From an optimization exercise on the open Yosys and OpenROAD flow, aimed at small area and a short achievable clock period; shortcuts taken in it are not production practice.
RTL that was checked went through simulation tests only; none was proved equivalent to the original.
The RTL of run 1 was laid out without a check of its function.
Power figures rest on the tool's default switching activity, not on a simulated workload.

## config.mk

```make
export PLATFORM = sky130hd
export DESIGN_NAME = pio_machine
export DESIGN_NICKNAME = pio_machine
export VERILOG_FILES = /design/flow/design.v
export SDC_FILE = /design/flow/constraint.sdc
export NUM_CORES = 4
export LEC_CHECK = 0
export CAP_MARGIN = 20
export CORE_MARGIN = 2
export CORE_UTILIZATION = 40
export SLEW_MARGIN = 20
```

## constraint.sdc

```tcl
create_clock -name core_clock -period 10.0 [get_ports {clk}]
set_input_delay 2.0000 -clock core_clock [delete_from_list [all_inputs] [get_ports {clk}]]
set_output_delay 2.0000 -clock core_clock [all_outputs]
set_load 0.01 [all_outputs]
```

## design.v

```verilog
`timescale 1ns/1ps
module pio_machine (
  input  logic                    clk,
  input  logic                    reset,
  input  logic                    en,
  input  logic [15:0]             div_int,
  input  logic [9:0]             wrap,        
  input  logic [23:0]            pin_cfg,     
  input  logic [1:0]             shift_cfg,   
  input  logic                    prog_we,
  input  logic [5-1:0]    prog_addr,
  input  logic [16-1:0] prog_data,
  input  logic [32-1:0]  input_pins,
  input  logic [32-1:0]  din,
  input  logic                    empty,
  input  logic                    full,
  output logic [5-1:0]    pc,
  output logic                    push,
  output logic                    pull,
  output logic [32-1:0]  dout,
  output logic [32-1:0]  output_pins,
  output logic [32-1:0]  pin_directions,
  output logic [32-1:0]  output_pins_stb
);
  logic [4:0] wrap_top, wrap_target;
  logic [4:0] set_base, out_base, in_base;
  logic [2:0] set_count;
  logic [5:0] out_count;
  logic       in_right, out_right;
  assign {wrap_top, wrap_target} = wrap;
  assign {set_base, set_count, out_base, out_count, in_base} = pin_cfg;
  assign {in_right, out_right} = shift_cfg;
  function automatic logic [31:0] rotr(input logic [31:0] v, input logic [4:0] s);
    logic [31:0] t;
    t = v;
    if (s[0]) t = {t[0],     t[31:1]};
    if (s[1]) t = {t[1:0],   t[31:2]};
    if (s[2]) t = {t[3:0],   t[31:4]};
    if (s[3]) t = {t[7:0],   t[31:8]};
    if (s[4]) t = {t[15:0],  t[31:16]};
    rotr = t;
  endfunction
  function automatic logic [31:0] rotl(input logic [31:0] v, input logic [4:0] s);
    logic [31:0] t;
    t = v;
    if (s[0]) t = {t[30:0], t[31]};
    if (s[1]) t = {t[29:0], t[31:30]};
    if (s[2]) t = {t[27:0], t[31:28]};
    if (s[3]) t = {t[23:0], t[31:24]};
    if (s[4]) t = {t[15:0], t[31:16]};
    rotl = t;
  endfunction
  function automatic logic [31:0] therm(input logic [4:0] v);
    for (int i = 0; i < 32; i++) therm[i] = (5'(i) < v);
  endfunction
  logic [15:0] dcnt, dcnt_inc;
  logic        tick, dwrap;
  assign dcnt_inc = dcnt + 16'd1;
  assign dwrap    = (dcnt_inc == div_int) || (div_int == 16'd0);
  assign tick     = en && (dcnt == 16'd0);
  always_ff @(posedge clk) begin
    if (reset)     dcnt <= '0;
    else if (en)   dcnt <= dwrap ? 16'd0 : dcnt_inc;
  end
  logic [15:0] mem [32];
  logic [15:0] instr;
  logic [4:0]  pc_next, dly;
  logic        busy, go, stall, advance, jmp;
  logic [2:0] op, a;
  logic [4:0] b;
  assign op = instr[15:13];
  assign a  = instr[7:5];
  assign b  = instr[4:0];
  assign busy    = (dly != 5'd0);
  assign go      = tick && !busy;
  assign advance = go && !stall;
  always_comb begin
    if (reset)              pc_next = 5'd0;
    else if (!advance)      pc_next = pc;
    else if (jmp)           pc_next = b;
    else if (pc == wrap_top) pc_next = wrap_target;
    else                    pc_next = pc + 5'd1;
  end
  always_ff @(posedge clk) begin
    if (prog_we) mem[prog_addr] <= prog_data;
    instr <= mem[pc_next];
  end
  always_ff @(posedge clk) begin
    if (reset) begin
      pc  <= '0;
      dly <= '0;
    end else begin
      pc <= pc_next;
      if (advance)         dly <= instr[12:8];
      else if (tick && busy) dly <= dly - 5'd1;
    end
  end
  logic is_jmp, is_in, is_out, is_pp, is_mov, is_set;
  assign is_jmp = (op == 3'd0);
  assign is_in  = (op == 3'd2);
  assign is_out = (op == 3'd3);
  assign is_pp  = (op == 3'd4);
  assign is_mov = (op == 3'd5);
  assign is_set = (op == 3'd7);
  logic pp_pull, pp_block;
  assign pp_pull  = instr[7];
  assign pp_block = instr[5];
  logic [31:0] lm, tm;      
  assign lm = (b == 5'd0) ? 32'hFFFF_FFFF : therm(b);
  always_comb for (int i = 0; i < 32; i++) tm[i] = lm[31-i];
  logic [31:0] x, y, isr, osr;
  logic [5:0]  osr_count;
  assign dout = isr;
  logic        dsel_y, dz;
  logic [31:0] dv, dvm1;
  assign dsel_y = (a == 3'd3) || (a == 3'd4);
  assign dv     = dsel_y ? y : x;
  assign dvm1   = dv - 32'd1;
  assign dz     = (dv == '0);
  logic cond;
  always_comb begin
    case (a)
      3'd0:       cond = 1'b1;
      3'd1, 3'd3: cond = dz;
      3'd2, 3'd4: cond = !dz;
      3'd5:       cond = (x != y);
      3'd7:       cond = !osr_count[5];    
      default:    cond = 1'b0;
    endcase
  end
  assign jmp = is_jmp && cond;
  assign stall = go && is_pp && pp_block && (pp_pull ? empty : full);
  assign push  = go && is_pp && !pp_pull && !full;
  assign pull  = go && is_pp && pp_pull && !empty;
  logic [2:0] ssel;
  logic       spins;
  always_comb begin
    if (is_mov)     ssel = b[2:0];
    else if (is_pp) ssel = 3'd1;
    else            ssel = a;
  end
  assign spins = (ssel == 3'd0);
  logic [31:0] src_np, src;    
  always_comb begin
    case (ssel)
      3'd1:   src_np = x;
      3'd2:   src_np = y;
      3'd6: src_np = isr;
      3'd7: src_np = osr;
      default:      src_np = '0;
    endcase
  end
  assign src = spins ? input_pins : src_np;
  logic [1:0]  mop;
  logic [31:0] src_rev, mval;
  assign mop = is_mov ? b[4:3] : 2'd0;
  always_comb for (int i = 0; i < 32; i++) src_rev[i] = src[31-i];
  always_comb begin
    case (mop)
      2'd1:    mval = ~src;
      2'd2:    mval = src_rev;
      default: mval = src;
    endcase
  end
  logic        sh_right, mrg_pre;
  logic [4:0]  samt;
  logic [31:0] rin, rout;
  assign sh_right = is_out ? out_right : in_right;
  assign samt     = sh_right ? b : (5'd0 - b);
  assign mrg_pre  = in_right && (a != 3'd0);
  always_comb begin
    for (int i = 0; i < 32; i++)
      rin[i] = is_out ? osr[i] : ((mrg_pre && lm[i]) ? src_np[i] : isr[i]);
  end
  assign rout = rotr(rin, samt);
  logic [31:0] odata, osr_sh;
  assign odata  = lm & (out_right ? osr : rout);
  assign osr_sh = rout & ~(out_right ? tm : lm);
  logic        mov_pins, rev;
  logic [4:0]  vamt_a, vamt_b, vamt;
  logic [31:0] vin, vrot;
  assign mov_pins = is_mov && (a == 3'd0);
  assign rev      = (mop == 2'd2);
  assign vamt_a   = !(spins && (is_mov || is_in)) ? 5'd0 : (rev ? (5'd0 - in_base) : in_base);
  always_comb begin
    if (is_set)                  vamt_b = 5'd0 - set_base;
    else if (is_out || mov_pins) vamt_b = 5'd0 - out_base;
    else if (is_in && in_right)  vamt_b = b;
    else                         vamt_b = 5'd0;
  end
  assign vamt = vamt_a + vamt_b;
  always_comb begin
    if (is_set)      vin = {27'd0, b};
    else if (is_out) vin = odata;
    else             vin = mval;
  end
  assign vrot = rotr(vin, vamt);
  logic [31:0] isr_sh, in_m, in_d;
  assign in_m = !in_right ? lm : ((a == 3'd0) ? tm : 32'd0);
  assign in_d = (a == 3'd0) ? vrot : src_np;
  always_comb
    for (int i = 0; i < 32; i++) isr_sh[i] = in_m[i] ? in_d[i] : rout[i];
  logic [31:0] res;
  always_comb begin
    if (is_set)                  res = {27'd0, b};
    else if (is_out)             res = odata;
    else if (is_pp && !empty)    res = din;
    else                         res = vrot;
  end
  logic x_dec, y_dec, x_ld, y_ld, isr_clr, isr_ld, isr_shift, osr_ld, osr_shift;
  logic wr_pins, wr_dirs;
  logic dst_ok;    
  assign dst_ok    = go && (is_set || is_mov || is_out);
  assign x_dec     = go && is_jmp && (a == 3'd2);
  assign y_dec     = go && is_jmp && (a == 3'd4);
  assign x_ld      = dst_ok && (a == 3'd1);
  assign y_ld      = dst_ok && (a == 3'd2);
  assign isr_ld    = go && (is_mov || is_out) && (a == 3'd6);
  assign isr_clr   = go && is_pp && !pp_pull && !(full && pp_block);
  assign isr_shift = go && is_in;
  assign osr_ld    = go && ((is_mov && a == 3'd7) ||
                            (is_pp && pp_pull && !(empty && pp_block)));
  assign osr_shift = go && is_out;
  assign wr_pins   = dst_ok && (a == 3'd0);
  assign wr_dirs   = go && (is_set || is_out) && (a == 3'd4);
  always_ff @(posedge clk) begin
    if (reset)      x <= '0;
    else if (x_dec) x <= dvm1;
    else if (x_ld)  x <= res;
  end
  always_ff @(posedge clk) begin
    if (reset)      y <= '0;
    else if (y_dec) y <= dvm1;
    else if (y_ld)  y <= res;
  end
  always_ff @(posedge clk) begin
    if (reset || isr_clr) isr <= '0;
    else if (isr_ld)      isr <= res;
    else if (isr_shift)   isr <= isr_sh;
  end
  logic [6:0] ocnt_sum;
  assign ocnt_sum = {1'b0, osr_count} + ((b == 5'd0) ? 7'd32 : {2'd0, b});
  always_ff @(posedge clk) begin
    if (reset) begin
      osr       <= '0;
      osr_count <= 6'd32;
    end else if (osr_ld) begin
      osr       <= res;
      osr_count <= '0;
    end else if (osr_shift) begin
      osr       <= osr_sh;
      osr_count <= (ocnt_sum > 7'd32) ? 6'd32 : ocnt_sum[5:0];
    end
  end
  logic [4:0]  wbase;
  logic [5:0]  wcnt;
  logic [5:0]  wend;
  logic [31:0] lb, le, win, pval;
  assign wbase = is_set ? set_base : out_base;
  assign wcnt  = is_set ? {3'd0, set_count} : (out_count[5] ? 6'd32 : out_count);
  assign wend  = {1'b0, wbase} + wcnt;
  assign lb    = therm(wbase);
  assign le    = therm(wend[4:0]);
  assign win   = wend[5] ? (~lb | le) : (le & ~lb);
  assign pval  = vrot;
  always_ff @(posedge clk) begin
    if (reset) begin
      output_pins     <= '0;
      pin_directions  <= '0;
      output_pins_stb <= '0;
    end else begin
      if (wr_pins) output_pins    <= (output_pins & ~win) | (pval & win);
      if (wr_dirs) pin_directions <= (pin_directions & ~win) | (pval & win);
      output_pins_stb <= (wr_pins || wr_dirs) ? win : '0;
    end
  end
endmodule
```

## run.sh

```bash
#!/bin/bash
# synth_recipe.tcl (not shown) runs the flow's synth.tcl, then flattens the netlist and writes it again
# the make line also repeats each setting of config.mk as NAME=value (left out here)
make -C /OpenROAD-flow-scripts/flow DESIGN_CONFIG=/design/flow/config.mk WORK_HOME=/design/flow/orfs CLKGATE_MAP_FILE= SYNTH_SCRIPT=/design/flow/synth_recipe.tcl finish
```

==> results of run 1 <==
## registers in the layout, indices dropped and copies added, names as in the netlist, named ones only
name and cells:
x 32, osr 32, isr 32, osr_count 6, y 32, output_pins_stb 32
mem 512, instr 16, dcnt 16, dly 5, pc 5
## path summary, 6_finish.rpt
check | startpoint | end | slack (ps) | cells past startpoint
setup / recovery | instr[14]$_DFF_P_ | x[5]$_SDFFE_PP0P_ | 1230 | 19
hold / removal | flop | flop | 460 | 2
setup reg to reg | instr[14]$_DFF_P_ | x[5]$_SDFFE_PP0P_ | 1230 | 19
hold reg to reg | flop | flop | 460 | 2
## metal layers
layer	up-vias	global-route usage, %	wire [um]	share of wire (%)
li1	21554	-	-	-
met1	25297	51.4	101000	36
met2	4085	63.6	118000	41
met3	1298	17.5	35600	12
met4	20	37.1	30300	11
met5	-	0.868	154	0.054
## cells by family after synthesis
kind of cell	share of synthesized area [%]
compound gates	26.1
xor+xnor	2.24
fa+ha+maj	1.23
buf+inv	4.65
flops	42.7
mux	4.01
simple gates	19.1
## where the power goes
group | internal (mW) | total, mW | switching (mW)
Combinational | 4.57 | 16.6 | 12.0
Sequential | 3.55 | 3.73 | 0.173
Clock | 1.79 | 3.14 | 1.35
Total | 9.91 | 23.4 | 13.5
## synth_stat cells, types with 85 or more instances
master / instances / area share, %
nor2_1: 512 / 3.9
a211oi_1: 139 / 2.1
nor3_1: 123 / 1.3
clkbuf_1: 290 / 2.2
o22ai_1: 89 / 1.1
edfxtp_1: 512 / 32
dfxtp_1: 272 / 11
and2_1: 85 / 1.1
o21ai_0: 308 / 3.2
a22oi_1: 94 / 1.4
nand2_1: 727 / 5.6
nand3_1: 136 / 1.4
a21oi_1: 419 / 4.3
a31oi_1: 146 / 1.9
mux2i_1: 112 / 2.3
## final cells by class
type                    instances  area (sq um)  area share, %
multi-input cells            4208         26200           45.4
clock buffers                 108          2300           3.99
repair buffers                630          5550           9.61
clock inverters                43           428          0.742
inverters                      74           285          0.494
flip-flops and latches        784         20800           36.1
diodes                         42           105          0.182
well taps                    1625          2030           3.52
## layout by cell type (no fill, tap or decap), types with 44 or more instances in the layout
| cell | n |
|---|---|
| o22ai_1 | 89 |
| o21ai_0 | 303 |
| a21o_1 | 50 |
| nor4_1 | 48 |
| a211o_1 | 47 |
| dfxtp_1 | 270 |
| or3_1 | 55 |
| xnor2_1 | 68 |
| a221oi_1 | 53 |
| edfxtp_1 | 512 |
| inv_1 | 68 |
| a22oi_1 | 94 |
| and4_1 | 63 |
| clkdlybuf4s50_1 | 273 |
| a21oi_1 | 418 |
| buf_4 | 339 |
| xor2_1 | 46 |
| a32oi_1 | 44 |
| nand2_1 | 727 |
| a211oi_1 | 129 |
| mux2i_1 | 110 |
| a31oi_1 | 146 |
| o211ai_1 | 59 |
| nand3_1 | 135 |
| nor2_1 | 496 |
| nor3_1 | 117 |
| and2_1 | 85 |
| clkbuf_16 | 86 |
## through the flow
stage	setup slack, ps	util [%]	hold slack [ps]	cells
2_1_floorplan	3650	-	471	5484
3_3_place_gp	1580	45.1	440	7315
3_5_place_dp	1670	45.1	449	7315
4_1_cts	2070	47.4	457	7466
5_1_grt	1460	47.5	487	7480
6_report	1230	47.5	456	7514
## worst max-delay path, delay by kind of cell (launching register included)
family                 cells  cell delay [ps]
AOI/OAI and AO/OA          9             4820
and+or+nand+nor            6             2040
buffers and inverters      3              830
muxes                      1              540
DFF                        1              300
==> run summary, run 1 <==
Outcome = no timing/DRC/antenna violations
Mapped Area = 0.0488 sq mm
Final Skew = 33.8 ps
Vias/cell = 6.95
Worst-case vdd ir drop = 0.000409 V
P&R area growth vs syn = 18.2%
CP Data Required Time = 10520 ps
Clk buf depth = 3
Pin count of the biggest net entering global routing = 163
Postcts setup bufs = 0
Initial antenna violation count = 51
Power Total = 23.4 mW
Post-synth EDFFs = 512
CTS root buf = clkbuf_16
Leakage power = 20.2 nW
CTS buffer count = 81
Max-slew headroom = 10.5%
Fin crit share = 87.7%
DRT Pass-1 Iters = 12
Port-buffer cells = 277
Critical Path Fanout Max = 20
Final setup viols = 0
CTS tree = yes
Die Wd = 353 um
Total track usage = 44.2%
CP Class = reg -> reg
Worst-path clk slew = 60 ps
Count of final hold-check violations = 0
Post-synth ARST share = 0%
Avg WL per Cell = 38.0 um
DP Area = 0.0548 sq mm
Die Ht = 353 um
Unrepaired setup endpoints after global routing = false
Syn_nets = 5658
Iter 0 DRT Violations = 8808
Synth unique cells = 125
Num rows = 128
GRT overflow = 0
Worst skew pair latency = 680 ps
Vias in the first global route = 47499
Net count reported at finish = 5953
Total Wirelength = 285000 um
CTS Sinks = 784
Final antenna-violating net count = 0
CTS Hold Bufs = 0
Global-route wire length before repair = 389000 um
RePlAce Congestion = 1.21
Synth Register Bits = 784
Top_reg_cell synth = edfxtp_1
Max Cap Violations = 0
Synth Warn # = 1
Most common cell on crit path = buf_4
Max incr delay on CP = 1000 ps
CP Capture Type = flop
H-tree depth = 3
Drt drc = 0
Post-cts sizing count = 0
Final min period = 8770 ps
PD cells = 406 mW/mm^2
Setup crit start kind = flop
CP max-delay cell = a211oi_1
Detailed Place HPWL = 206000 um
Via count = 52254
Die ar. = 0.125 sq mm
Slew Viols, Final = 0
Cells after Synth = 5484
Initial Util = 40.2%
Fraction of layout cells with a size suffix above 1 = 11.7%
Worst hold path type = reg -> reg
Post-Syn Area per Cell = 8.90 sq um
Io pins = 278
Worst-Margin Slew = 1340 ps
WP data arrival = 9280 ps
Max Fclk = 114 MHz
CP cell instances = buf_4 -> nor2b_1 -> buf_4 -> mux2_2 -> buf_4 -> and4_1 -> a211oi_4 -> o22ai_1 -> or2_1 -> a22oi_1 -> a31oi_1 -> nor3b_2 -> o2bb2ai_1 -> a221oi_1 -> a32oi_2 -> nor2_1 -> a211oi_1 -> o21ai_0 -> nor2b_1
Total negative slack = 0 ps
Post-route cell area = 0.0577 sq mm
Fill cell count = 11636
Core Box Area = 0.121 sq mm
Seq/Total Area, Yosys = 42.7%
==> run 2: changes to the inputs <==
--- a/design.v
+++ b/design.v
@@ -23,4 +23,12 @@
   output logic [32-1:0]  output_pins_stb
 );
+  logic [9:0]  wrap_r;
+  logic [23:0] pin_cfg_r;
+  logic [1:0]  shift_cfg_r;
+  always_ff @(posedge clk) begin
+    wrap_r      <= wrap;
+    pin_cfg_r   <= pin_cfg;
+    shift_cfg_r <= shift_cfg;
+  end
   logic [4:0] wrap_top, wrap_target;
   logic [4:0] set_base, out_base, in_base;
@@ -28,7 +36,7 @@
   logic [5:0] out_count;
   logic       in_right, out_right;
-  assign {wrap_top, wrap_target} = wrap;
-  assign {set_base, set_count, out_base, out_count, in_base} = pin_cfg;
-  assign {in_right, out_right} = shift_cfg;
+  assign {wrap_top, wrap_target} = wrap_r;
+  assign {set_base, set_count, out_base, out_count, in_base} = pin_cfg_r;
+  assign {in_right, out_right} = shift_cfg_r;
   function automatic logic [31:0] rotr(input logic [31:0] v, input logic [4:0] s);
     logic [31:0] t;
@@ -54,12 +62,17 @@
     for (int i = 0; i < 32; i++) therm[i] = (5'(i) < v);
   endfunction
-  logic [15:0] dcnt, dcnt_inc;
-  logic        tick, dwrap;
+  logic [15:0] dcnt, dcnt_inc, dcnt_d;
+  logic        tick, dwrap, dcnt_z;    
   assign dcnt_inc = dcnt + 16'd1;
   assign dwrap    = (dcnt_inc == div_int) || (div_int == 16'd0);
-  assign tick     = en && (dcnt == 16'd0);
+  assign tick     = en && dcnt_z;
+  always_comb begin
+    if (reset)   dcnt_d = '0;
+    else if (en) dcnt_d = dwrap ? 16'd0 : dcnt_inc;
+    else         dcnt_d = dcnt;
+  end
   always_ff @(posedge clk) begin
-    if (reset)     dcnt <= '0;
-    else if (en)   dcnt <= dwrap ? 16'd0 : dcnt_inc;
+    dcnt   <= dcnt_d;
+    dcnt_z <= (dcnt_d == 16'd0);
   end
   logic [15:0] mem [32];
@@ -72,27 +85,70 @@
   assign a  = instr[7:5];
   assign b  = instr[4:0];
-  assign busy    = (dly != 5'd0);
+  assign busy    = !dly_z;
   assign go      = tick && !busy;
   assign advance = go && !stall;
+  logic [4:0] target;
   always_comb begin
-    if (reset)              pc_next = 5'd0;
-    else if (!advance)      pc_next = pc;
-    else if (jmp)           pc_next = b;
-    else if (pc == wrap_top) pc_next = wrap_target;
-    else                    pc_next = pc + 5'd1;
+    if (jmp)                 target = b;
+    else if (pc == wrap_top) target = wrap_target;
+    else                     target = pc + 5'd1;
   end
+  always_comb begin
+    if (reset)        pc_next = 5'd0;
+    else if (advance) pc_next = target;
+    else              pc_next = pc;
+  end
+  function automatic logic [9:0] amounts(input logic [15:0] w, input logic [23:0] pcfg,
+                                         input logic [1:0] scfg);
+    logic [2:0] wop, wa, wsel;
+    logic [4:0] wb, sb, ob, ib, xa, xb;
+    logic       w_out, w_in, w_mov, w_set, w_spins, w_rev, w_shr;
+    wop = w[15:13]; wa = w[7:5]; wb = w[4:0];
+    sb = pcfg[23:19]; ob = pcfg[15:11]; ib = pcfg[4:0];
+    w_out = (wop == 3'd3);
+    w_in  = (wop == 3'd2);
+    w_mov = (wop == 3'd5);
+    w_set = (wop == 3'd7);
+    wsel  = w_mov ? wb[2:0] : wa;
+    w_spins = (w_mov || w_in) && (wsel == 3'd0);
+    w_rev = w_mov && (wb[4:3] == 2'd2);
+    w_shr = w_out ? scfg[0] : scfg[1];
+    if (w_out)        xa = scfg[0] ? 5'd0 : (5'd0 - wb);
+    else if (w_spins) xa = w_rev ? (5'd0 - ib) : ib;
+    else              xa = 5'd0;
+    if (w_set)                                         xb = 5'd0 - sb;
+    else if (w_out || (w_mov && wa == 3'd0))  xb = 5'd0 - ob;
+    else if (w_in && scfg[1])                          xb = wb;
+    else                                               xb = 5'd0;
+    amounts = {5'(xa + xb), (w_shr ? wb : (5'd0 - wb))};
+  endfunction
+  logic [15:0] rd;
+  logic [4:0]  vamt, samt;
+  logic [4:0] raddr;
+  logic       refresh, iload;
+  assign raddr = reset ? 5'd0 : (refresh ? pc : target);
+  assign rd    = mem[raddr];
+  assign iload = reset || refresh || advance;
   always_ff @(posedge clk) begin
     if (prog_we) mem[prog_addr] <= prog_data;
-    instr <= mem[pc_next];
+    refresh <= prog_we;
+    if (iload) begin
+      instr        <= rd;
+      {vamt, samt} <= amounts(rd, pin_cfg, shift_cfg);
+    end
+  end
+  logic [4:0] dly_d;
+  logic       dly_z;    
+  always_comb begin
+    if (reset)             dly_d = '0;
+    else if (advance)      dly_d = instr[12:8];
+    else if (tick && busy) dly_d = dly - 5'd1;
+    else                   dly_d = dly;
   end
   always_ff @(posedge clk) begin
-    if (reset) begin
-      pc  <= '0;
-      dly <= '0;
-    end else begin
-      pc <= pc_next;
-      if (advance)         dly <= instr[12:8];
-      else if (tick && busy) dly <= dly - 5'd1;
-    end
+    if (reset) pc <= '0;
+    else       pc <= pc_next;
+    dly   <= dly_d;
+    dly_z <= (dly_d == 5'd0);
   end
   logic is_jmp, is_in, is_out, is_pp, is_mov, is_set;
@@ -131,6 +187,9 @@
   assign jmp = is_jmp && cond;
   assign stall = go && is_pp && pp_block && (pp_pull ? empty : full);
-  assign push  = go && is_pp && !pp_pull && !full;
-  assign pull  = go && is_pp && pp_pull && !empty;
+  logic pre_push, pre_pull;
+  assign pre_push = dcnt_z && dly_z && is_pp && !pp_pull;
+  assign pre_pull = dcnt_z && dly_z && is_pp && pp_pull;
+  assign push     = en && !full && pre_push;
+  assign pull     = en && !empty && pre_pull;
   logic [2:0] ssel;
   logic       spins;
@@ -164,8 +223,6 @@
   end
   logic        sh_right, mrg_pre;
-  logic [4:0]  samt;
   logic [31:0] rin, rout;
   assign sh_right = is_out ? out_right : in_right;
-  assign samt     = sh_right ? b : (5'd0 - b);
   assign mrg_pre  = in_right && (a != 3'd0);
   always_comb begin
@@ -177,20 +234,8 @@
   assign odata  = lm & (out_right ? osr : rout);
   assign osr_sh = rout & ~(out_right ? tm : lm);
-  logic        mov_pins, rev;
-  logic [4:0]  vamt_a, vamt_b, vamt;
   logic [31:0] vin, vrot;
-  assign mov_pins = is_mov && (a == 3'd0);
-  assign rev      = (mop == 2'd2);
-  assign vamt_a   = !(spins && (is_mov || is_in)) ? 5'd0 : (rev ? (5'd0 - in_base) : in_base);
-  always_comb begin
-    if (is_set)                  vamt_b = 5'd0 - set_base;
-    else if (is_out || mov_pins) vamt_b = 5'd0 - out_base;
-    else if (is_in && in_right)  vamt_b = b;
-    else                         vamt_b = 5'd0;
-  end
-  assign vamt = vamt_a + vamt_b;
   always_comb begin
     if (is_set)      vin = {27'd0, b};
-    else if (is_out) vin = odata;
+    else if (is_out) vin = osr;       
     else             vin = mval;
   end
@@ -263,5 +308,10 @@
   assign le    = therm(wend[4:0]);
   assign win   = wend[5] ? (~lb | le) : (le & ~lb);
-  assign pval  = vrot;
+  logic [5:0]  oend;
+  logic [31:0] loe, owin;
+  assign oend = {1'b0, out_base} + ((b == 5'd0) ? 6'd32 : {1'b0, b});
+  assign loe  = therm(oend[4:0]);
+  assign owin = oend[5] ? (~lb | loe) : (loe & ~lb);
+  assign pval = is_out ? (vrot & owin) : vrot;
   always_ff @(posedge clk) begin
     if (reset) begin
--- a/config.mk
+++ b/config.mk
@@ -6,6 +6,8 @@
 export NUM_CORES = 4
 export LEC_CHECK = 0
+export ABC_AREA = 1
 export CAP_MARGIN = 20
 export CORE_MARGIN = 2
 export CORE_UTILIZATION = 40
+export SETUP_SLACK_MARGIN = 5
 export SLEW_MARGIN = 20
==> run 2 against run 1 <==
- critical endpoint is now vamt[4]$_DFFE_PP_
- clock power rose by 14%
- sequential share of layout area rose by 0.68 points
- flip-flop and latch count rose by 43
- still clean
- largest power group unchanged
==> run summary, run 2 <==
Final min period = 5700 ps
Detailed Place HPWL = 150000 um
Drt drc = 0
Total track usage = 35.0%
Port-buffer cells = 277
Net count reported at finish = 6799
Synth Register Bits = 827
WP data arrival = 6160 ps
Global-route wire length before repair = 315000 um
Cells after Synth = 6310
Pin count of the biggest net entering global routing = 78
Fraction of layout cells with a size suffix above 1 = 12.4%
Post-synth ARST share = 0%
Clk buf depth = 3
CTS root buf = clkbuf_16
Syn_nets = 6488
Num rows = 127
Commonest cells in the netlist = nand2_1 (1334), nand3_1 (1150), inv_1 (638)
RePlAce Congestion = 1.07
CTS Sinks = 827
Die ar. = 0.123 sq mm
Top-area cell type share of the netlist area = 33.6%
Multi-input gate area = 0.0241 sq mm
Worst-path clk slew = 60 ps
Die Wd = 351 um
Max-slew headroom = 23.0%
Slew Viols, Final = 0
Leakage power = 23.4 nW
CP Class = reg -> reg
Outcome = no timing/DRC/antenna violations
Synth Warn # = 1
Final setup viols = 0
Avg WL per Cell = 26.7 um
Seq/Total Area, Yosys = 45.6%
Largest register FFs = 512
Io pins = 278
Fill cell count = 11601
PD cells = 200 mW/mm^2
Power Total = 11.9 mW
Worst hold path type = reg -> reg
Most frequent cell after synthesis = nand2_1
Synth area leaders = edfxtp_1 (34%), dfxtp_1 (12%), nand3_1 (12%)
Worst-case vdd ir drop = 0.000162 V
CP max-delay cell = edfxtp_1
Fin crit share = 57.0%
Top_reg_cell synth = edfxtp_1
Commonest cells after routing, fill and taps aside = nand2_1 (1282), nand3_1 (1067), inv_1 (620)
Max Fclk = 176 MHz
Vias in the first global route = 45324
DRT Pass-1 Iters = 9
Count of final hold-check violations = 0
Die Ht = 351 um
Total Wirelength = 222000 um
R2R depth = 39
Commonest non-fill, non-tap cell in the layout = nand2_1
P&R area growth vs syn = 24.1%
Mapped Area = 0.0481 sq mm
Unrepaired setup endpoints after global routing = true
Synth unique cells = 62
Flop2flop setup slack = 4300 ps
CTS buffer count = 93
Register area = 0.0219 sq mm
Max Cap Violations = 0
Cell taking the most area after synthesis = edfxtp_1
Iter 0 DRT Violations = 6272
Hold-critical path depth = 2
Total negative slack = 0 ps
Post-Syn Area per Cell = 7.62 sq um
Most common cell on crit path = buf_6
Final Skew = 50.3 ps
Via count = 49491
Final antenna-violating net count = 0
Post-synth EDFFs = 537
Critical Path Fanout Max = 7
Largest register by flop count = mem
CTS Hold Bufs = 0
H-tree depth = 3
Core Box Area = 0.119 sq mm
CTS tree = yes
Initial Util = 40.2%
GRT overflow = 0
Setup crit start kind = flop
Max incr delay on CP = 480 ps
CP Data Required Time = 10460 ps
Worst skew pair latency = 730 ps
Vias/cell = 5.95
Initial antenna violation count = 5
Worst-Margin Slew = 1150 ps
CP Capture Type = flop
## run 2: cell count changes after synthesis, sizes merged, moves of 72 or more
cell / previous run / this run
a211oi: 149 / 7
nand3: 137 / 1154
a21oi: 424 / 239
mux2i: 114 / 1
nor3: 124 / 43
inv: 70 / 646
clkbuf: 292 / 220
and2: 86 / 1
nand2: 728 / 1344
a22oi: 94 / 21
## run 2: per-layer routing
metal	GRT usage (%)	part of all wire (%)	up-vias
met5	0	0.0059	-
met4	23.6	8.0	2
met3	7.05	9.5	620
met2	54.5	44	2804
met1	43.9	38	23736
li1	-	-	22329
## run 2: timing repair
item | 4_1_cts | 5_1_grt
cloned | 36 | 3
gates resized for setup | 318 | 171
pin swaps | 78 | 65
setup buffers | 106 | 43
endpoints found under the hold margin | 0 | 0
endpoints found under the setup margin | 235 | 190
## run 2: power by group
group	internal [mW]	switching [mW]
clock	2.04	1.53
combinational	1.22	3.41
sequential	3.70	0.0297
total	6.96	4.97
## run 2: kinds of logic (layout without fill, tap and decap cells)
group / Yosys count / count (layout) / share of synthesized area, %
buffers and inverters: 1021 / 1398 / 8.40
adder cells (fa/ha/maj): 57 / 57 / 1.43
XOR/XNOR: 75 / 75 / 1.37
multiplexers: 1 / 1 / 0.0208
AO/OA/AOI/OAI: 1071 / 1071 / 13.4
AND/OR/NAND/NOR: 3258 / 3272 / 29.8
flip-flops: 827 / 827 / 45.6
other: 0 / 3 / 0
## run 2: final cells by class
class	instances	area share, %
multi-input combinational	4476	40.4
tap	1612	3.38
inverter	655	4.28
sequential	827	36.8
antenna	3	0.0126
clock inverter	51	1.03
timing repair inverter	7	0.103
timing repair buffer	561	9.73
clock buffer	124	4.32
## run 2: critical path: cells and delay by family (launching register included)
kind | cells | cell delay [ps]
compound gates | 7 | 1150
fa+ha+maj | 2 | 500
buf+inv | 11 | 1320
flops | 1 | 480
simple gates | 19 | 1940
## run 2: per-stage QoR
stage,std cells,cell area (sq um),hold WS (ps),setup WS (ps),utilization (%)
final,8316,59600,474,4300,49.9
after global routing,8313,59600,495,4080,49.9
after CTS,8267,58600,473,4490,49.0
after detailed placement,7950,52400,464,2050,43.8
after global placement,7949,52400,461,2220,43.8
after floorplan,6310,48100,449,4890,-
## run 2: final timing paths
path	start	to
setup / recovery	instr[6]$_DFFE_PP_	vamt[4]$_DFFE_PP_
hold / removal	osr_count[4]$_SDFFE_PP0P_	osr_count[4]$_SDFFE_PP0P_
setup reg to reg	instr[6]$_DFFE_PP_	vamt[4]$_DFFE_PP_
hold reg to reg	osr_count[4]$_SDFFE_PP0P_	osr_count[4]$_SDFFE_PP0P_
==> run 3: changes to the inputs <==
--- a/design.v
+++ b/design.v
@@ -24,11 +24,5 @@
 );
   logic [9:0]  wrap_r;
-  logic [23:0] pin_cfg_r;
-  logic [1:0]  shift_cfg_r;
-  always_ff @(posedge clk) begin
-    wrap_r      <= wrap;
-    pin_cfg_r   <= pin_cfg;
-    shift_cfg_r <= shift_cfg;
-  end
+  always_ff @(posedge clk) wrap_r <= wrap;
   logic [4:0] wrap_top, wrap_target;
   logic [4:0] set_base, out_base, in_base;
@@ -37,6 +31,6 @@
   logic       in_right, out_right;
   assign {wrap_top, wrap_target} = wrap_r;
-  assign {set_base, set_count, out_base, out_count, in_base} = pin_cfg_r;
-  assign {in_right, out_right} = shift_cfg_r;
+  assign {set_base, set_count, out_base, out_count, in_base} = pin_cfg;
+  assign {in_right, out_right} = shift_cfg;
   function automatic logic [31:0] rotr(input logic [31:0] v, input logic [4:0] s);
     logic [31:0] t;
@@ -99,5 +93,5 @@
     else              pc_next = pc;
   end
-  function automatic logic [9:0] amounts(input logic [15:0] w, input logic [23:0] pcfg,
+  function automatic logic [14:0] amounts(input logic [15:0] w, input logic [23:0] pcfg,
                                          input logic [1:0] scfg);
     logic [2:0] wop, wa, wsel;
@@ -117,12 +111,34 @@
     else if (w_spins) xa = w_rev ? (5'd0 - ib) : ib;
     else              xa = 5'd0;
-    if (w_set)                                         xb = 5'd0 - sb;
-    else if (w_out || (w_mov && wa == 3'd0))  xb = 5'd0 - ob;
-    else if (w_in && scfg[1])                          xb = wb;
-    else                                               xb = 5'd0;
-    amounts = {5'(xa + xb), (w_shr ? wb : (5'd0 - wb))};
+    if (w_set && (wa == 3'd0 || wa == 3'd4))      xb = 5'd0 - sb;
+    else if ((w_out && (wa == 3'd0 || wa == 3'd4)) ||
+             (w_mov && wa == 3'd0))                           xb = 5'd0 - ob;
+    else if (w_in && scfg[1] && w_spins)                               xb = wb;
+    else                                                               xb = 5'd0;
+    amounts = {xa, xb, (w_shr ? wb : (5'd0 - wb))};
+  endfunction
+  function automatic logic [12:0] selects(input logic [15:0] w, input logic [1:0] scfg);
+    logic [2:0] wop, wa, wsel;
+    logic       w_out, w_in, w_mov, w_set, w_pp;
+    wop = w[15:13]; wa = w[7:5];
+    w_out = (wop == 3'd3);
+    w_in  = (wop == 3'd2);
+    w_mov = (wop == 3'd5);
+    w_set = (wop == 3'd7);
+    w_pp  = (wop == 3'd4);
+    if (w_mov)     wsel = w[2:0];
+    else if (w_pp) wsel = 3'd1;
+    else           wsel = wa;
+    selects = {wsel == 3'd1, wsel == 3'd2, wsel == 3'd6,
+               wsel == 3'd7, wsel == 3'd0, w_pp,
+               w_mov && w[4:3] == 2'd1, w_mov && w[4:3] == 2'd2,
+               w_set, w_out,
+               scfg[1] && wa != 3'd0,
+               !scfg[1], scfg[1] && wa == 3'd0};
   endfunction
   logic [15:0] rd;
-  logic [4:0]  vamt, samt;
+  logic [4:0]  vamt_a, vamt_b, vamt, samt;
+  logic        s_x, s_y, s_isr, s_osr, s_pins, s_pp, s_inv, s_rev, s_set, s_out,
+               s_mrg, s_inl, s_inpt;
   logic [4:0] raddr;
   logic       refresh, iload;
@@ -135,5 +151,7 @@
     if (iload) begin
       instr        <= rd;
-      {vamt, samt} <= amounts(rd, pin_cfg, shift_cfg);
+      {vamt_a, vamt_b, samt} <= amounts(rd, pin_cfg, shift_cfg);
+      {s_x, s_y, s_isr, s_osr, s_pins, s_pp, s_inv, s_rev, s_set, s_out,
+       s_mrg, s_inl, s_inpt} <= selects(rd, shift_cfg);
     end
   end
@@ -192,65 +210,34 @@
   assign push     = en && !full && pre_push;
   assign pull     = en && !empty && pre_pull;
-  logic [2:0] ssel;
-  logic       spins;
+  logic [31:0] src_np, src, mval;
+  assign src_np = ({32{s_x}} & x) | ({32{s_y}} & y) | ({32{s_isr}} & isr) | ({32{s_osr}} & osr);
+  assign src    = s_pins ? input_pins : ((s_pp && !empty) ? din : src_np);
   always_comb begin
-    if (is_mov)     ssel = b[2:0];
-    else if (is_pp) ssel = 3'd1;
-    else            ssel = a;
-  end
-  assign spins = (ssel == 3'd0);
-  logic [31:0] src_np, src;    
-  always_comb begin
-    case (ssel)
-      3'd1:   src_np = x;
-      3'd2:   src_np = y;
-      3'd6: src_np = isr;
-      3'd7: src_np = osr;
-      default:      src_np = '0;
-    endcase
-  end
-  assign src = spins ? input_pins : src_np;
-  logic [1:0]  mop;
-  logic [31:0] src_rev, mval;
-  assign mop = is_mov ? b[4:3] : 2'd0;
-  always_comb for (int i = 0; i < 32; i++) src_rev[i] = src[31-i];
-  always_comb begin
-    case (mop)
-      2'd1:    mval = ~src;
-      2'd2:    mval = src_rev;
-      default: mval = src;
-    endcase
+    for (int i = 0; i < 32; i++)
+      mval[i] = s_rev ? src[31-i] : (src[i] ^ s_inv);
   end
-  logic        sh_right, mrg_pre;
   logic [31:0] rin, rout;
-  assign sh_right = is_out ? out_right : in_right;
-  assign mrg_pre  = in_right && (a != 3'd0);
   always_comb begin
     for (int i = 0; i < 32; i++)
-      rin[i] = is_out ? osr[i] : ((mrg_pre && lm[i]) ? src_np[i] : isr[i]);
+      rin[i] = s_out ? osr[i] : ((s_mrg && lm[i]) ? src_np[i] : isr[i]);
   end
   assign rout = rotr(rin, samt);
-  logic [31:0] odata, osr_sh;
-  assign odata  = lm & (out_right ? osr : rout);
+  logic [31:0] osr_sh;
   assign osr_sh = rout & ~(out_right ? tm : lm);
   logic [31:0] vin, vrot;
   always_comb begin
-    if (is_set)      vin = {27'd0, b};
-    else if (is_out) vin = osr;       
+    if (s_set)      vin = {27'd0, b};
+    else if (s_out) vin = osr & (out_right ? lm : tm);    
     else             vin = mval;
   end
+  assign vamt = vamt_a + vamt_b;
   assign vrot = rotr(vin, vamt);
   logic [31:0] isr_sh, in_m, in_d;
-  assign in_m = !in_right ? lm : ((a == 3'd0) ? tm : 32'd0);
-  assign in_d = (a == 3'd0) ? vrot : src_np;
+  assign in_m = s_inl ? lm : (s_inpt ? tm : 32'd0);
+  assign in_d = vrot;
   always_comb
     for (int i = 0; i < 32; i++) isr_sh[i] = in_m[i] ? in_d[i] : rout[i];
   logic [31:0] res;
-  always_comb begin
-    if (is_set)                  res = {27'd0, b};
-    else if (is_out)             res = odata;
-    else if (is_pp && !empty)    res = din;
-    else                         res = vrot;
-  end
+  assign res = vrot;
   logic x_dec, y_dec, x_ld, y_ld, isr_clr, isr_ld, isr_shift, osr_ld, osr_shift;
   logic wr_pins, wr_dirs;
@@ -308,10 +295,5 @@
   assign le    = therm(wend[4:0]);
   assign win   = wend[5] ? (~lb | le) : (le & ~lb);
-  logic [5:0]  oend;
-  logic [31:0] loe, owin;
-  assign oend = {1'b0, out_base} + ((b == 5'd0) ? 6'd32 : {1'b0, b});
-  assign loe  = therm(oend[4:0]);
-  assign owin = oend[5] ? (~lb | loe) : (loe & ~lb);
-  assign pval = is_out ? (vrot & owin) : vrot;
+  assign pval = vrot;
   always_ff @(posedge clk) begin
     if (reset) begin
==> run 3 against run 2 <==
- still clean
- synthesized cell count shrank 9.6%
- fmax grew 15%
- clock-buffer cell count shrank 9
- register-to-register slack gained 760 ps
- largest cell class is now flip-flops and latches
- highest routed layer unchanged
==> run summary, run 3 <==
Detailed Place HPWL = 133000 um
Top-area cell type share of the netlist area = 36.5%
Post-synth EDFFs = 555
Fin crit share = 49.5%
Final std cells w/o fill = 7585
Worst-case vdd ir drop = 0.000179 V
Outcome = no timing/DRC/antenna violations
Final antenna-violating net count = 0
Pin count of the biggest net entering global routing = 101
Leakage power = 21.8 nW
Initial antenna violation count = 9
Via count = 43920
Num rows = 123
Iter 0 DRT Violations = 5574
CTS root buf = clkbuf_16
Port-buffer cells = 277
Seq/Total Area, Yosys = 48.3%
Total track usage = 32.5%
Synth area leaders = edfxtp_1 (37%), dfxtp_1 (12%), nand2_1 (11%)
Unrepaired setup endpoints after global routing = true
CP Class = in -> out
Vias/cell = 5.79
Commonest cells after routing, fill and taps aside = nand2_1 (1253), inv_1 (564), edfxtp_1 (555)
Worst hold path type = reg -> reg
Synth unique cells = 68
Dpl cells = 7263
Setup crit start kind = primary input
CTS Sinks = 824
CP Capture Type = output pin
Worst-Margin Slew = 1230 ps
Commonest cells in the netlist = nand2_1 (1311), o21ai_0 (606), inv_1 (579)
Count of final hold-check violations = 0
Die ar. = 0.117 sq mm
Post-synth ARST share = 0%
DRT Pass-1 Iters = 9
PD cells = 200 mW/mm^2
CTS buffer count = 92
Post-Syn Area per Cell = 8.00 sq um
CP Data Required Time = 8000 ps
Initial Util = 40.5%
Worst skew pair latency = 710 ps
Final core occ = 49.2%
H-tree depth = 3
Synth Register Bits = 824
WP data arrival = 2950 ps
Most frequent cell after synthesis = nand2_1
GRT overflow = 0
P&R area growth vs syn = 21.5%
Core Box Area = 0.113 sq mm
Synth Warn # = 1
Final Skew = 64.8 ps
Syn_nets = 5877
Top_reg_cell synth = edfxtp_1
Largest register FFs = 512
Commonest non-fill, non-tap cell in the layout = nand2_1
CTS tree = yes
Die Wd = 342 um
Max Cap Violations = 0
Mapped Area = 0.0457 sq mm
Cells after Synth = 5707
Net count reported at finish = 6176
Drt drc = 0
Worst-path clk slew = 70 ps
Global-route wire length before repair = 278000 um
Max Fclk = 202 MHz
Avg WL per Cell = 26.3 um
Power Total = 11.1 mW
Largest register by flop count = mem
Final min period = 4950 ps
Cell taking the most area after synthesis = edfxtp_1
Fill cell count = 10763
Max-slew headroom = 18.0%
Clk buf depth = 3
Vias in the first global route = 40166
Min Hold Slack = 476 ps
Fraction of layout cells with a size suffix above 1 = 11.4%
RePlAce Congestion = 1.02
Total Wirelength = 199000 um
Slew Viols, Final = 0
Die Ht = 342 um
Final setup viols = 0
Io pins = 278
Total negative slack = 0 ps
Critical Path Fanout Max = 2
run 3: cell count changes after synthesis, moves of 21 or more:
cell / change
a32oi_1: +24
nand3_1: -738
nand2_1: -23
dfxtp_1: -21
a21oi_1: +59
xor2_1: +34
inv_1: -59
clkbuf_1: -25
buf_1: -26
a31oi_1: -86
o21ai_0: +281
nor2_1: -60
o211ai_1: +35
o22ai_1: -49
run 3: power by group:
part	total, mW	switching [mW]	internal [mW]
clock	3.49	1.49	2.00
combinational	3.86	2.87	0.994
sequential	3.75	0.0401	3.71
total	11.1	4.40	6.70
run 3: final timing paths:
path | start | cells after the start | slack, ps | end
max reg2reg | instr[6]$_DFFE_PP_ | 34 | 5060 | vamt_a[4]$_DFFE_PP_
min | osr_count[0]$_SDFFE_PP0P_ | 2 | 480 | osr_count[0]$_SDFFE_PP0P_
min reg2reg | osr_count[0]$_SDFFE_PP0P_ | 2 | 480 | osr_count[0]$_SDFFE_PP0P_
max | en | 6 | 5050 | push
run 3: cells by family (layout without fill, tap and decap cells):
| group | count (synthesis) | count (layout) | synth area share [%] |
|---|---|---|---|
| flops | 824 | 824 | 48.3 |
| compound gates | 1359 | 1359 | 17.3 |
| xor+xnor | 111 | 111 | 2.13 |
| mux | 19 | 19 | 0.417 |
| other cells | 0 | 3 | 0 |
| fa+ha+maj | 32 | 32 | 0.899 |
| simple gates | 2437 | 2454 | 22.6 |
| buf+inv | 925 | 1283 | 8.28 |
run 3: final cells by class:
cell class | count | area (sq um) | area share [%]
Sequential cell | 824 | 22100 | 39.8
Tap cell | 1500 | 1880 | 3.38
Inverter | 599 | 2360 | 4.26
Clock inverter | 55 | 634 | 1.14
Timing Repair Buffer | 502 | 4950 | 8.93
Multi-Input combinational cell | 3975 | 21000 | 37.9
Clock buffer | 115 | 2470 | 4.46
Antenna cell | 3 | 7.51 | 0.0135
Timing Repair inverter | 12 | 93.8 | 0.169
run 3: metal layers:
metal / wire length (um) / GRT usage (%) / share of wire [%] / vias up
met5: 69 / 0 / 0.035 / -
met2: 87400 / 50.2 / 44 / 2531
met4: 12900 / 18.7 / 6.5 / 12
li1: - / - / - / 20081
met1: 77900 / 42.4 / 39 / 20785
met3: 20900 / 6.39 / 10 / 511
run 3: per-stage QoR:
step | cell area [sq um] | worst slack, ps
global route | 55400 | 4970
finish | 55500 | 5050
detailed placement | 49700 | 2350
floorplan | 45700 | 5080
CTS | 54200 | 4900
global placement | 49700 | 2250
run 3: worst max-delay path, stage by stage:
cell        delay [ps]
buf_16              80
nand3_4            110
nor2_4             170
clkinvlp_4         220
nor3_2             210
buf_2              150
run 3: what timing repair did:
item	CTS	global route
resized for setup	209	190
endpoints found under the setup margin	307	220
buffers inserted	55	50
pin swaps	14	40
gates cloned	28	16
hold buffers	0	0
==> run 4: changes to the inputs <==
--- a/config.mk
+++ b/config.mk
@@ -9,5 +9,6 @@
 export CAP_MARGIN = 20
 export CORE_MARGIN = 2
-export CORE_UTILIZATION = 40
+export CORE_UTILIZATION = 55
+export CTS_BUF_LIST = sky130_fd_sc_hd__clkbuf_8
 export SETUP_SLACK_MARGIN = 5
 export SLEW_MARGIN = 20
==> run 4 against run 3 <==
- largest power group is now registers
- cell area shrank 3.1%
- critical path depth increased by 1
- critical endpoint is now pull
- fmax decreased by 0.75%
- flip-flop and latch count unchanged
- cell count shrank 5.4%
- synthesized cell count did not move
- clock skew is 15 ps higher
- critical path type unchanged
==> run summary, run 4 <==
Final Skew = 79.9 ps
Total negative slack = 0 ps
Syn_nets = 5877
Initial antenna violation count = 8
Hold_sp = osr_count[0]$_SDFFE_PP0P_
Largest register FFs = 512
Cells after Synth = 5707
Worst-path clk slew = 50 ps
Mapped Area = 0.0457 sq mm
Reg2reg start = samt[0]$_DFFE_PP_
Io pins = 278
Unrepaired setup endpoints after global routing = true
Worst skew pair latency = 850 ps
Die ar. = 0.0853 sq mm
Dpl cells = 6827
Max Fclk = 200 MHz
R2R depth = 23
Worst hold path type = reg -> reg
GRT overflow = 0
RePlAce Congestion = 1.08
Commonest non-fill, non-tap cell in the layout = nand2_1
Initial Util = 55.6%
Hold-critical path depth = 2
Vias/cell = 6.13
Via count = 43966
Num rows = 105
CTS root buf = clkbuf_8
Cell taking the most area after synthesis = edfxtp_1
P&R area growth vs syn = 17.7%
Die Ht = 292 um
Max Cap Violations = 0
CP Class = in -> out
Clk buf depth = 3
CP Data Required Time = 8000 ps
Critical Path Fanout Max = 2
CTS Sinks = 824
Port-buffer cells = 277
Crit path from = en
Largest register by flop count = mem
Drt drc = 0
Final setup viols = 0
Power Total = 10.3 mW
Seq/Total Area, Yosys = 48.3%
Core Box Area = 0.0821 sq mm
Top-area cell type share of the netlist area = 36.5%
Synth unique cells = 68
Final std cells w/o fill = 7177
Post-Syn Area per Cell = 8.00 sq um
Commonest cells in the netlist = nand2_1 (1311), o21ai_0 (606), inv_1 (579)
Synth Register Bits = 824
Detailed Place HPWL = 120000 um
Setup crit start kind = primary input
Top_reg_cell synth = edfxtp_1
Avg WL per Cell = 24.7 um
Post-synth EDFFs = 555
CTS Hold Bufs = 0
CTS tree = yes
Commonest cells after routing, fill and taps aside = nand2_1 (1275), inv_1 (611), edfxtp_1 (555)
Flop2flop setup slack = 5080 ps
Die Wd = 292 um
Pin count of the biggest net entering global routing = 97
Final min period = 4990 ps
Synth area leaders = edfxtp_1 (37%), dfxtp_1 (12%), nand2_1 (11%)
H-tree depth = 4
Net count reported at finish = 6157
PD cells = 193 mW/mm^2
Total Wirelength = 177000 um
Total track usage = 40.2%
WHS Endpoint = osr_count[0]$_SDFFE_PP0P_
CTS buffer count = 138
Synth Warn # = 1
Worst-case vdd ir drop = 0.000171 V
Leakage power = 21.5 nW
Max-slew headroom = 16.8%
Slew Viols, Final = 0
Final antenna-violating net count = 0
Most frequent cell after synthesis = nand2_1
Reg2reg end = osr[9]$_SDFFE_PP0P_
Global-route wire length before repair = 256000 um
Worst-Margin Slew = 1250 ps
Iter 0 DRT Violations = 5623
CP Capture Type = output pin
Vias in the first global route = 40408
Outcome = no timing/DRC/antenna violations
DRT Pass-1 Iters = 17
WP data arrival = 2990 ps
Fin crit share = 49.9%
Post-synth ARST share = 0%
Count of final hold-check violations = 0
Fraction of layout cells with a size suffix above 1 = 10.3%
run 4: cell counts after synthesis:
No cell type changed its count.
run 4: metrics by stage:
step	hold WS (ps)	setup WS (ps)	utilization (%)	area [sq um]
global placement	455	3050	59.8	49100
global route	504	4980	65.4	53700
CTS	471	4930	64.2	52700
floorplan	449	5080	-	45700
detailed placement	463	3020	59.8	49100
finish	472	5010	65.5	53700
run 4: final cells by class:
type	count	area, sq um
fill	7007	28400
sequential	824	22100
multi-input combinational	3970	20800
timing repair buffer	447	4420
inverter	599	2330
clock buffer	146	2010
tap	1070	1340
clock inverter	105	694
timing repair inverter	7	61.3
antenna	9	22.5
run 4: repair_timing:
item,4_1_cts,5_1_grt
buffers inserted,30,33
hold endpoints to repair,0,0
cloned,16,10
setup endpoints to repair,258,223
resized for setup,142,203
pin swaps,14,19
run 4: critical path, cell delays in order:
cell     delay [ps]
buf_4           110
buf_12          100
nand3_4         120
nor2_4          120
inv_2            80
nor3_4          260
buf_2           190
run 4: routing by layer:
metal | global-route usage [%] | part of all wire, % | vias up
li1 | - | - | 20066
met1 | 49.5 | 36 | 20690
met2 | 63.7 | 45 | 2587
met3 | 7.58 | 9.9 | 619
met4 | 29.1 | 8.3 | 4
met5 | 0 | 0.013 | -
run 4: how the worst max path moves through the flow:
stage	cells after the start	slack, ps	end
5_1_grt	21	4980	flop
3_5_place_dp	19	3020	flop
3_3_place_gp	15	3050	isr[11]$_SDFFE_PP0P_
2_1_floorplan	5	5080	pull
4_1_cts	3	4930	push
6_report	7	5010	pull
run 4: report_power, final:
group          internal, mW  leakage, nW  switching [mW]
Sequential             3.71         7.24          0.0624
Clock                  1.50         1.55            1.47
Combinational         0.940         12.7            2.67
run 4: cells by family after synthesis:
kind of cell,after synthesis,synth area share (%)
xor gates and xnor gates,111,2.13
muxes,19,0.417
adders and majority gates,32,0.899
and+or+nand+nor,2437,22.6
DFF,824,48.3
AOI/OAI and AO/OA,1359,17.3
buffers and inverters,925,8.28
==> run 5: changes to the inputs <==
--- a/design.v
+++ b/design.v
@@ -205,7 +205,13 @@
   assign jmp = is_jmp && cond;
   assign stall = go && is_pp && pp_block && (pp_pull ? empty : full);
-  logic pre_push, pre_pull;
-  assign pre_push = dcnt_z && dly_z && is_pp && !pp_pull;
-  assign pre_pull = dcnt_z && dly_z && is_pp && pp_pull;
+  logic        pre_push, pre_pull;
+  logic [15:0] instr_d;
+  assign instr_d = iload ? rd : instr;
+  always_ff @(posedge clk) begin
+    pre_push <= (dcnt_d == 16'd0) && (dly_d == 5'd0) &&
+                (instr_d[15:13] == 3'd4) && !instr_d[7];
+    pre_pull <= (dcnt_d == 16'd0) && (dly_d == 5'd0) &&
+                (instr_d[15:13] == 3'd4) && instr_d[7];
+  end
   assign push     = en && !full && pre_push;
   assign pull     = en && !empty && pre_pull;
==> flow/run.sh (new file) <==
#!/bin/bash
# The standard layout (standard synthesis, floorplan, placement, CTS, routing) with
# config.mk's settings and two changes: the port buffers that placement inserts on every
# input and output are sky130_fd_sc_hd__buf_1 (timing repair still resizes them), and clock
# tree synthesis adds no dummy load cells. The make run's full output, including each
# tool's, goes to layout.log here; ORFS also keeps each step's log under orfs/logs/.
set -euo pipefail
bash standard.sh \
  "BUFFER_PORTS_ARGS=-buffer_cell sky130_fd_sc_hd__buf_1" \
  "CTS_ARGS=-sink_clustering_enable -repair_clock_nets -buf_list sky130_fd_sc_hd__clkbuf_8 -dont_use_dummy_load" \
  finish > layout.log 2>&1
==> standard.sh (new file) <==
#!/bin/bash
# synth_recipe.tcl (not shown) runs the flow's synth.tcl, then flattens the netlist and writes it again
# the make line also repeats each setting of config.mk as NAME=value (left out here)
make -C /OpenROAD-flow-scripts/flow DESIGN_CONFIG=/design/flow/config.mk WORK_HOME=/design/flow/orfs CLKGATE_MAP_FILE= SYNTH_SCRIPT=/design/flow/synth_recipe.tcl "${@:-finish}"
removed: run.sh
==> run 5 against run 4 <==
- highest routed layer unchanged
- utilization is 2.4 points lower
- largest power group unchanged
- worst setup slack worse by 79 ps
- first-iteration DRC count is 4.8% higher
- cell count is 0.92% lower
- clock-buffer cell count is 5 lower
- via count is 0.66% higher
- combinational power is 5% higher
- fmax is 1.6% lower
- total power is 2.4% lower
- still clean on timing, DRC and antenna
==> run summary, run 5 <==
GRT overflow = 0
Unrepaired setup endpoints after global routing = true
Register area = 0.0221 sq mm
PD cells = 195 mW/mm^2
Largest register FFs = 512
WP data arrival = 5690 ps
Crit path from = empty
Die Ht = 292 um
Worst slack, placed = 3060 ps
Initial Util = 55.6%
Setup crit start kind = primary input
Final min period = 5070 ps
Iter 0 DRT Violations = 5894
Reg2reg start = s_y$_DFFE_PN_
DP Area = 0.0476 sq mm
Worst Setup EP = isr[23]$_SDFFE_PP0P_
Crit path buf inv count = 4
Worst path depth = 24
Fraction of layout cells with a size suffix above 1 = 10.3%
Most frequent cell after synthesis = nand2_1
Core Box Area = 0.0822 sq mm
Pin count of the biggest net entering global routing = 84
Die ar. = 0.0855 sq mm
Crit-path leading delay family = simple AND/OR/NAND/NOR gates
Max Cap Violations = 0
Post-synth EDFFs = 551
Vias/cell = 6.22
Slew Viols, Final = 0
Synth unique cells = 65
Reg2reg end = osr[26]$_SDFFE_PP0P_
Synth Warn # = 1
Num rows = 105
Leakage power = 20.6 nW
CP Data Required Time = 10620 ps
Fill cell count = 7308
CP max-delay cell = o21ai_1
Critical Path Fanout Max = 28
Most common cell on crit path = nand2_1
Syn_nets = 5913
Clk buf depth = 3
Final setup viols = 0
Total track usage = 41.5%
Commonest non-fill, non-tap cell in the layout = nand2_1
Synth area leaders = edfxtp_1 (36%), dfxtp_1 (12%), nand2_1 (11%)
Flop2flop setup slack = 5000 ps
Min Hold Slack = 475 ps
H-tree depth = 4
Cells after Synth = 5743
Total Wirelength = 185000 um
Worst-case vdd ir drop = 0.000162 V
Post-route setup slack = 4930 ps
Top-area cell type share of the netlist area = 36.2%
Max Fclk = 197 MHz
Worst skew pair latency = 840 ps
Total negative slack = 0 ps
Worst hold path type = reg -> reg
CTS Sinks = 826
CTS buffer count = 141
Power Total = 10.1 mW
Cell taking the most area after synthesis = edfxtp_1
Outcome = no timing/DRC/antenna violations
DRT Pass-1 Iters = 6
Mapped Area = 0.0457 sq mm
CTS Hold Bufs = 0
Max-slew headroom = 16.3%
Detailed Place HPWL = 121000 um
CTS root buf = clkbuf_8
Via count = 44255
Final antenna-violating net count = 0
Final Skew = 80.5 ps
Largest register by flop count = mem
Worst-Margin Slew = 1260 ps
Synth Register Bits = 826
Drt drc = 0
Max incr delay on CP = 260 ps
R2R depth = 22
Commonest cells after routing, fill and taps aside = nand2_1 (1231), inv_1 (606), edfxtp_1 (551)
Post-synth ARST share = 0%
Die Wd = 292 um
CTS tree = yes
Avg WL per Cell = 26.1 um
CP Class = in -> reg
Io pins = 278
Multi-input gate area = 0.0210 sq mm
RePlAce Congestion = 1.08
CP cell instances = buf_2 -> nor2_2 -> buf_6 -> clkinvlp_4 -> clkbuf_16 -> nand2_1 -> o21ai_0 -> a21oi_1 -> xor2_1 -> nand2_1 -> o21ai_0 -> a21oi_1 -> o21ai_1 -> nand2_1 -> nand2_1 -> nand2_1 -> o21ai_0 -> nand2_1 -> nand2_1 -> nand2_1 -> nand2_2 -> nand2_1 -> o21ai_1 -> a21oi_1
Fin crit share = 50.7%
Seq/Total Area, Yosys = 48.2%
Vias in the first global route = 39667
Net count reported at finish = 6211
Post-Syn Area per Cell = 7.97 sq um
Count of final hold-check violations = 0
Worst-path clk slew = 50 ps
Global-route wire length before repair = 261000 um
Post-route cell area = 0.0519 sq mm
Port-buffer cells = 277
P&R area growth vs syn = 13.4%
Initial antenna violation count = 11
Top_reg_cell synth = edfxtp_1
Commonest cells in the netlist = nand2_1 (1289), inv_1 (616), o21ai_0 (614)
CP Capture Type = flop
run 5: layer usage:
layer | up-vias | GRT usage, % | share of wire [%]
met1 | 20687 | 53.3 | 37
met2 | 2825 | 62.9 | 44
li1 | 20107 | - | -
met5 | - | 0 | 0.12
met3 | 616 | 10.1 | 12
met4 | 20 | 26.9 | 7.6
run 5: power by group:
group          switching, mW  internal [mW]
sequential            0.0752           3.72
clock                   1.27           1.24
combinational           2.84          0.958
run 5: what timing repair did:
action	in CTS	in global routing
resized for setup	139	235
gates cloned	20	19
endpoints found under the setup margin	279	270
setup buffers	15	51
endpoints found under the hold margin	0	0
pin swaps	7	29
run 5: per-stage QoR:
| step | utilization (%) | cells |
|---|---|---|
| after floorplan | - | 5743 |
| after global placement | 57.9 | 6861 |
| after detailed placement | 57.9 | 6863 |
| after CTS | 61.3 | 7039 |
| after global routing | 63.1 | 7110 |
| final | 63.1 | 7111 |
run 5: worst min path at each step:
stage	endpoint	from	cells past startpoint
finish	osr_count[0]$_SDFFE_PP0P_	osr_count[0]$_SDFFE_PP0P_	2
global route	osr_count[0]$_SDFFE_PP0P_	osr_count[0]$_SDFFE_PP0P_	2
CTS	osr_count[3]$_SDFFE_PP0P_	osr_count[3]$_SDFFE_PP0P_	2
detailed placement	osr_count[3]$_SDFFE_PP0P_	osr_count[3]$_SDFFE_PP0P_	2
global placement	osr_count[0]$_SDFFE_PP0P_	osr_count[0]$_SDFFE_PP0P_	2
floorplan	osr_count[4]$_SDFFE_PP0P_	osr_count[4]$_SDFFE_PP0P_	2
run 5: logic make-up (layout without fill, tap and decap cells):
family,after synthesis,in the layout,share of synthesized area [%]
AND/OR/NAND/NOR,2453,2468,22.7
AO/OA/AOI/OAI,1339,1339,17.1
buffers and inverters,959,1240,8.45
flip-flops,826,826,48.2
XOR/XNOR,103,103,1.97
multiplexers,34,34,0.744
adder cells (fa/ha/maj),29,29,0.831
other,0,2,0
run 5: worst min-delay path, delay by kind of cell, from the launching register on:
kind               cells  cell delay, ps
DFF                    1             310
and+or+nand+nor        1              60
AOI/OAI and AO/OA      1              50
run 5: area by class of cell:
class / instances / share of cell area, %
flip-flops and latches: 826 / 42.5
repair inverters: 7 / 0.121
diodes: 2 / 0.00964
multi-input cells: 3973 / 40.4
well taps: 1070 / 2.58
inverters: 631 / 4.79
repair buffers: 461 / 5.83
clock buffers: 141 / 3.74

## afterwards: timing with drivers on the ports
No port has a modelled driver above. Below, the same layouts with a new extraction and two added sets of constraints. Step 1: set_driving_cell puts a clkbuf_16 on clk and a buf_2 on each other input, an assumption about the parent block. Step 2, shift: input delay + t, output delay - t, t = (earliest + latest rising clock arrival at the registers) / 2. This alone moves slack from input paths to output paths. a / b / c = ideal / step 1 / step 2; a / b = the first two.
| run | shift t [ns] | setup WS [ns] | hold WS [ns] | latest minus earliest clock arrival (ns) | worst data-port slew with drivers (ns) |
|---|---|---|---|---|---|
| run 1 | 0.734 | 1.234 / 1.234 / 1.058 | 0.456 / 0.456 / 0.456 | 0.038 / 0.038 | 0.15 |
| run 2 | 0.786 | 4.304 / 4.304 / 3.834 | 0.474 / 0.474 / 0.474 | 0.052 / 0.052 | 0.10 |
| run 3 | 0.752 | 5.050 / 4.918 / 4.317 | 0.476 / 0.476 / 0.476 | 0.067 / 0.067 | 0.13 |
| run 4 | 0.881 | 5.012 / 4.971 / 4.252 | 0.472 / 0.472 / 0.472 | 0.080 / 0.081 | 0.13 |
| run 5 | 0.869 | 4.933 / 4.959 / 4.113 | 0.475 / 0.475 / 0.475 | 0.089 / 0.090 | 0.16 |
After both steps setup and hold are still met in every run listed. The setup slack of run 5, which loses most, moves by +0.026 ns with the drivers and by -0.820 ns with both steps.
